Context: an optimization exercise on an open-source flow, tuned for small area and a short achievable clock period. The choices shown serve that exercise and are no tape-out recipe. RTL that was checked went through simulation tests only; none was proved equivalent to the original. No driver is modelled on the clock port, so clocking that relies on it looks cheaper here than on a real chip.

==> flow/design.v (excerpt) <==
module block_relay (
	input  logic        clk,
	input  logic        rst_n,
	input  logic        wb_cyc,
	input  logic        wb_stb,
	input  logic        wb_we,
	input  logic [1:0]  wb_adr,
	input  logic [15:0] wb_dat_i,
	output logic        wb_ack,
	output logic [15:0] wb_dat_o,
	input  logic        in_vld,
	input  logic [15:0] in_data,
	output logic        in_rdy,
	output logic        uart_txd
);
	logic       nrdy_o;    
	logic       act;       
	logic       drn;       
	logic       cls;       
	logic [5:0] cnt;       
	logic [5:0] pos;       
	logic [1:0] baud;      
	logic [3:0] slot;      
	logic       hi;        
	logic       mv;        
	logic       hold;      
	logic       txd_h;     
	logic       ntxd_q;    
	logic [6:0] len_q;     
	logic       rdy;
	logic       accept;
	logic       first;
	logic       fill_last;
	logic       bit_end;
	logic       turn;
	logic [5:0] len_m1;
	assign rdy       = !drn && !cls;
	assign accept    = in_vld && rdy;
	assign first     = accept && !act;
	assign fill_last = act ? (cnt == 6'd1) : (len_q == 7'd1);
	assign bit_end   = (baud == 2'd3);
	assign turn      = mv && drn;
	assign len_m1    = 6'(len_q - 7'd1);
	assign in_rdy   = !nrdy_o;
	assign uart_txd = !ntxd_q;
	function automatic logic need_of(input logic [5:0] p, input logic [3:0] s, input logic h);
		logic       m16;
		logic [3:0] mask;
		m16  = h || s == 4'd7 || s == 4'd8;
		mask = {m16, m16 || s != 4'd15, 2'b11};
		need_of = (~p[3:0] & mask) != 4'd0;
	endfunction
	logic       act_n, drn_n, cls_n, hi_n;
	logic [5:0] cnt_n, pos_n;
	logic [1:0] baud_n;
	logic [3:0] slot_n;
	logic       mv_n;
	always_comb begin
		act_n   = act;
		drn_n   = drn;
		cls_n   = 1'b0;
		cnt_n   = cnt;
		pos_n   = pos;
		baud_n  = baud;
		slot_n  = slot;
		hi_n    = hi;
		if (first) begin
			pos_n = len_m1;
		end
		if (turn && need_of(pos, slot, hi)) begin
			pos_n = pos + 6'd1;
		end
		if (accept) begin
			if (fill_last) begin
				act_n   = 1'b0;
				drn_n   = 1'b1;
				cnt_n   = first ? len_m1 : pos;
				slot_n  = 4'd15;
				hi_n    = 1'b0;
				baud_n  = 2'd0;
			end else begin
				act_n = 1'b1;
				cnt_n = first ? len_m1 : cnt - 6'd1;
  ...
Size: roughly 2,800 cells after synthesis, about 1,100 flip-flops, roughly 59 I/O pins, ~35,000 sq um of cells after synthesis.
==> module block_relay, before the edit <==
module block_relay (
	input  logic        clk,
	input  logic        rst_n,
	input  logic        wb_cyc,
	input  logic        wb_stb,
	input  logic        wb_we,
	input  logic [1:0]  wb_adr,
	input  logic [15:0] wb_dat_i,
	output logic        wb_ack,
	output logic [15:0] wb_dat_o,
	input  logic        in_vld,
	input  logic [15:0] in_data,
	output logic        in_rdy,
	output logic        uart_txd
);
	logic       nrdy_o;    
	logic       act;       
	logic       drn;       
	logic       cls;       
	logic [5:0] cnt;       
	logic [5:0] pos;       
	logic [1:0] baud;      
	logic [3:0] slot;      
	logic       hi;        
	logic       mv;        
	logic       hold;      
	logic       txd_h;     
	logic       ntxd_q;    
	logic [6:0] len_q;     
	logic       rdy;
	logic       accept;
	logic       first;
	logic       fill_last;
	logic       bit_end;
	logic       turn;
	logic [5:0] len_m1;
	assign rdy       = !drn && !cls;
	assign accept    = in_vld && rdy;
	assign first     = accept && !act;
	assign fill_last = act ? (cnt == 6'd1) : (len_q == 7'd1);
	assign bit_end   = (baud == 2'd3);
	assign turn      = mv && drn;
	assign len_m1    = 6'(len_q - 7'd1);
	assign in_rdy   = !nrdy_o;
	assign uart_txd = !ntxd_q;
	function automatic logic need_of(input logic [5:0] p, input logic [3:0] s, input logic h);
		logic       m16;
		logic [3:0] mask;
		m16  = h || s == 4'd7 || s == 4'd8;
		mask = {m16, m16 || s != 4'd15, 2'b11};
		need_of = (~p[3:0] & mask) != 4'd0;
	endfunction
	logic       act_n, drn_n, cls_n, hi_n;
	logic [5:0] cnt_n, pos_n;
	logic [1:0] baud_n;
	logic [3:0] slot_n;
	logic       mv_n;
	always_comb begin
		act_n   = act;
		drn_n   = drn;
		cls_n   = 1'b0;
		cnt_n   = cnt;
		pos_n   = pos;
		baud_n  = baud;
		slot_n  = slot;
		hi_n    = hi;
		if (first) begin
			pos_n = len_m1;
		end
		if (turn && need_of(pos, slot, hi)) begin
			pos_n = pos + 6'd1;
		end
		if (accept) begin
			if (fill_last) begin
				act_n   = 1'b0;
				drn_n   = 1'b1;
				cnt_n   = first ? len_m1 : pos;
				slot_n  = 4'd15;
				hi_n    = 1'b0;
				baud_n  = 2'd0;
			end else begin
				act_n = 1'b1;
				cnt_n = first ? len_m1 : cnt - 6'd1;
			end
		end else if (drn) begin
			baud_n = baud + 2'd1;
			case (slot)
				4'd8: begin
					if (bit_end) begin
						if (!hi) begin
							hi_n   = 1'b1;
							slot_n = 4'd15;
						end else begin
							slot_n = 4'd9;
						end
					end
				end
				4'd9: begin
					baud_n = 2'd0;
					if (cnt != 6'd0) begin
						cnt_n  = cnt - 6'd1;
						hi_n   = 1'b0;
						slot_n = 4'd15;
					end else begin
						slot_n = 4'd10;
					end
				end
				4'd10: begin
					drn_n = 1'b0;
					cls_n = 1'b1;
				end
				default: begin
					if (bit_end) begin
						slot_n = slot + 4'd1;
					end
				end
			endcase
		end
	end
	logic       turn_n;
	logic [5:0] pos_d;
	logic [3:0] slot_d;
	logic       hi_d;
	logic       more;
	always_comb begin
		more   = cnt != 6'd0;
		pos_d  = (turn && need_of(pos, slot, hi)) ? pos + 6'd1 : pos;
		slot_d = slot;
		hi_d   = hi;
		case (slot)
			4'd8: begin
				if (bit_end) begin
					slot_d = hi ? 4'd9 : 4'd15;
					hi_d   = 1'b1;
				end
			end
			4'd9: begin
				slot_d = more ? 4'd15 : 4'd10;
				hi_d   = !more;
			end
			4'd10: begin
				slot_d = slot;
			end
			default: begin
				if (bit_end) begin
					slot_d = slot + 4'd1;
				end
			end
		endcase
		turn_n = drn && slot != 4'd10 && (need_of(pos_d, slot_d, hi_d) || (slot_d == 4'd9 && more));
	end
	assign mv_n = (accept && !fill_last) || turn_n;
	always_ff @(posedge clk or negedge rst_n) begin
		if (!rst_n) begin
			nrdy_o  <= 1'b0;
			act     <= 1'b0;
			drn     <= 1'b0;
			cls     <= 1'b0;
			cnt     <= '0;
			pos     <= '0;
			baud    <= '0;
			slot    <= '0;
			hi      <= 1'b0;
		end else begin
			nrdy_o  <= drn_n || cls_n;
			act     <= act_n;
			drn     <= drn_n;
			cls     <= cls_n;
			cnt     <= cnt_n;
			pos     <= pos_n;
			baud    <= baud_n;
			slot    <= slot_n;
			hi      <= hi_n;
		end
	end
	always_ff @(posedge clk) begin
		mv      <= mv_n;
		hold    <= !mv_n;
	end
	logic [1023:0] ring;
	always_ff @(posedge clk) begin
		if (rdy) begin
			ring[15:0] <= in_data;
		end
	end
	always_ff @(posedge clk) begin
		ring[1023:16] <= ({1008{mv}} & ring[1007:0]) | ({1008{hold}} & ring[1023:16]);
	end
	logic [3:0] bidx;
	logic       dbit;
	assign bidx = {hi, slot[2:0]};
	always_comb begin
		if (bidx == 4'd0) begin
			dbit = ring[{pos[5:2], 2'b11, 4'd0}];
		end else if (!bidx[3]) begin
			dbit = ring[{pos[5:3], 3'b111, bidx}];
		end else begin
			dbit = ring[{pos[5:4], 4'b1111, bidx}];
		end
	end
	logic txd_n;
	assign txd_n = (drn && baud == 2'd0) ? (slot != 4'd15 && (slot[3] || dbit)) : txd_h;
	always_ff @(posedge clk or negedge rst_n) begin
		if (!rst_n) begin
			txd_h  <= 1'b1;
			ntxd_q <= 1'b0;
		end else begin
			txd_h  <= txd_n;
			ntxd_q <= !txd_n;
		end
	end
	logic        req;
	logic        take;
	logic        req_q;    
	logic        ack_q;
	logic [14:0] blk_cnt;
	logic [14:0] blk_nxt;
	logic        busy_nxt;
	logic [6:0]  len_clamped;
	logic [15:0] dat_q;
	assign req  = wb_cyc && wb_stb;
	assign take = req && !req_q;
	always_ff @(posedge clk or negedge rst_n) begin
		if (!rst_n) begin
			req_q <= 1'b0;
			ack_q <= 1'b0;
		end else begin
			req_q <= req;
			ack_q <= take;
		end
	end
	logic [15:0] dat_n;
	relay_read u_read (
		.wb_we       (wb_we),
		.wb_adr      (wb_adr),
		.wb_dat_i    (wb_dat_i),
		.len_q       (len_q),
		.blk_nxt     (blk_nxt),
		.busy_nxt    (busy_nxt),
		.len_clamped (len_clamped),
		.dat_n       (dat_n)
	);
	always_ff @(posedge clk or negedge rst_n) begin
		if (!rst_n) begin
			len_q <= 7'(10);
		end else if (take && wb_we && wb_adr == 2'd0) begin
			len_q <= len_clamped;
		end
	end
	assign blk_nxt = cls ? blk_cnt + 15'd1 : blk_cnt;
	always_ff @(posedge clk or negedge rst_n) begin
		if (!rst_n) begin
			blk_cnt <= '0;
		end else begin
			blk_cnt <= blk_nxt;
		end
	end
	assign busy_nxt = !(cls || (rdy && !act && !in_vld));
	always_ff @(posedge clk) begin
		dat_q <= dat_n;
	end
	assign wb_ack   = ack_q;
	assign wb_dat_o = dat_q;
endmodule
Settings: LEC_CHECK=0, CAP_MARGIN=20, CORE_MARGIN=2, CORE_UTILIZATION=60, SLEW_MARGIN=20, SYNTH_HIERARCHICAL=1; clock period 10.0 ns.
standard.sh (not shown) runs the stock make flow with config.mk's settings and CLKGATE_MAP_FILE= SYNTH_SCRIPT=/design/flow/synth_recipe.tcl, a recipe that flattens the netlist after the stock synthesis.
==> flow/flow/run.sh <==
#!/bin/bash
# Standard layout (standard.sh: the standard flow's synthesis, floorplan, power grid, place,
# CTS, route), with these changes to how it is made:
#  - ports are buffered with buf_2 cells, which repair can resize,
#  - clock tree: larger sink clusters and no dummy loads.
set -euo pipefail
MARGIN=$(cat flow/margin.txt)
bash standard.sh \
  "SETUP_SLACK_MARGIN=${MARGIN}" \
  "BUFFER_PORTS_ARGS=-buffer_cell sky130_fd_sc_hd__buf_2" \
  "CTS_ARGS=-sink_clustering_enable -repair_clock_nets -sink_clustering_size 30 -sink_clustering_max_diameter 100 -dont_use_dummy_load" \
  finish > orfs_make.log 2>&1
==> flow/flow/margin.txt <==
7
Next try:
--- a/flow/design.v
+++ b/flow/design.v
@@ -76,10 +76,11 @@
 	logic [5:0] cnt;       
 	logic [5:0] pos;       
 	logic [1:0] baud;      
 	logic [3:0] slot;      
 	logic       hi;        
+	logic       smp_vld;   
 	logic       mv;        
 	logic       hold;      
 	logic       txd_h;     
 	logic       ntxd_q;    
 	logic [6:0] len_q;     
@@ -87,18 +88,16 @@
 	logic       accept;
 	logic       first;
 	logic       fill_last;
 	logic       bit_end;
 	logic       turn;
-	logic [5:0] len_m1;
 	assign rdy       = !drn && !cls;
 	assign accept    = in_vld && rdy;
 	assign first     = accept && !act;
 	assign fill_last = act ? (cnt == 6'd1) : (len_q == 7'd1);
 	assign bit_end   = (baud == 2'd3);
-	assign turn      = mv && drn;
-	assign len_m1    = 6'(len_q - 7'd1);
+	assign turn      = mv && !smp_vld;
 	assign in_rdy   = !nrdy_o;
 	assign uart_txd = !ntxd_q;
 	function automatic logic need_of(input logic [5:0] p, input logic [3:0] s, input logic h);
 		logic       m16;
 		logic [3:0] mask;
@@ -119,26 +118,26 @@
 		pos_n   = pos;
 		baud_n  = baud;
 		slot_n  = slot;
 		hi_n    = hi;
 		if (first) begin
-			pos_n = len_m1;
+			pos_n = len_q[5:0];
 		end
 		if (turn && need_of(pos, slot, hi)) begin
 			pos_n = pos + 6'd1;
 		end
 		if (accept) begin
 			if (fill_last) begin
 				act_n   = 1'b0;
 				drn_n   = 1'b1;
-				cnt_n   = first ? len_m1 : pos;
+				cnt_n   = first ? len_q[5:0] : pos;
 				slot_n  = 4'd15;
 				hi_n    = 1'b0;
 				baud_n  = 2'd0;
 			end else begin
 				act_n = 1'b1;
-				cnt_n = first ? len_m1 : cnt - 6'd1;
+				cnt_n = first ? 6'(len_q - 7'd1) : cnt - 6'd1;
 			end
 		end else if (drn) begin
 			baud_n = baud + 2'd1;
 			case (slot)
 				4'd8: begin
@@ -151,11 +150,11 @@
 						end
 					end
 				end
 				4'd9: begin
 					baud_n = 2'd0;
-					if (cnt != 6'd0) begin
+					if (cnt != 6'd1) begin
 						cnt_n  = cnt - 6'd1;
 						hi_n   = 1'b0;
 						slot_n = 4'd15;
 					end else begin
 						slot_n = 4'd10;
@@ -177,11 +176,11 @@
 	logic [5:0] pos_d;
 	logic [3:0] slot_d;
 	logic       hi_d;
 	logic       more;
 	always_comb begin
-		more   = cnt != 6'd0;
+		more   = cnt != 6'd1;
 		pos_d  = (turn && need_of(pos, slot, hi)) ? pos + 6'd1 : pos;
 		slot_d = slot;
 		hi_d   = hi;
 		case (slot)
 			4'd8: begin
@@ -203,11 +202,11 @@
 				end
 			end
 		endcase
 		turn_n = drn && slot != 4'd10 && (need_of(pos_d, slot_d, hi_d) || (slot_d == 4'd9 && more));
 	end
-	assign mv_n = (accept && !fill_last) || turn_n;
+	assign mv_n = accept || turn_n;
 	always_ff @(posedge clk or negedge rst_n) begin
 		if (!rst_n) begin
 			nrdy_o  <= 1'b0;
 			act     <= 1'b0;
 			drn     <= 1'b0;
@@ -228,17 +227,18 @@
 			slot    <= slot_n;
 			hi      <= hi_n;
 		end
 	end
 	always_ff @(posedge clk) begin
+		smp_vld <= accept;
 		mv      <= mv_n;
 		hold    <= !mv_n;
 	end
 	logic [1023:0] ring;
 	always_ff @(posedge clk) begin
-		if (rdy) begin
-			ring[15:0] <= in_data;
+		if (rdy || mv) begin
+			ring[15:0] <= rdy ? in_data : ring[1023:1008];
 		end
 	end
 	always_ff @(posedge clk) begin
 		ring[1023:16] <= ({1008{mv}} & ring[1007:0]) | ({1008{hold}} & ring[1023:16]);
 	end
Final area goes up slightly.
Global-route usage goes up by 0.98 points.
Cell count goes up slightly.
First-iteration DRC count goes up by a little under a tenth.
Die area goes up slightly.
Wire length goes up by a few percent.
Function not checked in the second run of this note: the RTL went through the layout flow alone.

-- re-timing with driven ports --
Ports are ideal in the flow. The routed layouts listed here were re-timed in OpenROAD.
Step 1, drivers: a clkbuf_16 drives clk and a buf_2 each remaining input, both assumed.
Step 2 adds t to the input delays and takes it off the output delays; t is the mean of the earliest and latest rising clock arrival at the registers after step 1. Input paths then give back, and output paths get back, about the clock's delay inside the block.
a / b / c = ideal / step 1 / step 2; a / b = the first two.
| run | t (ns) | setup slack, ns | worst setup path after step 2 | worst register clock-pin slew, ns |
|---|---|---|---|---|
| the first run | 0.674 | 6.727 / 6.659 / 6.614 | input to register | 0.12 / 0.12 |
| the second run | 0.654 | 6.848 / 6.781 / 6.400 | input to register | 0.11 / 0.11 |
After both steps setup and hold are still met in every run listed. The setup slack of the second run, which loses most, moves by -0.067 ns with the drivers and by -0.448 ns with both steps.
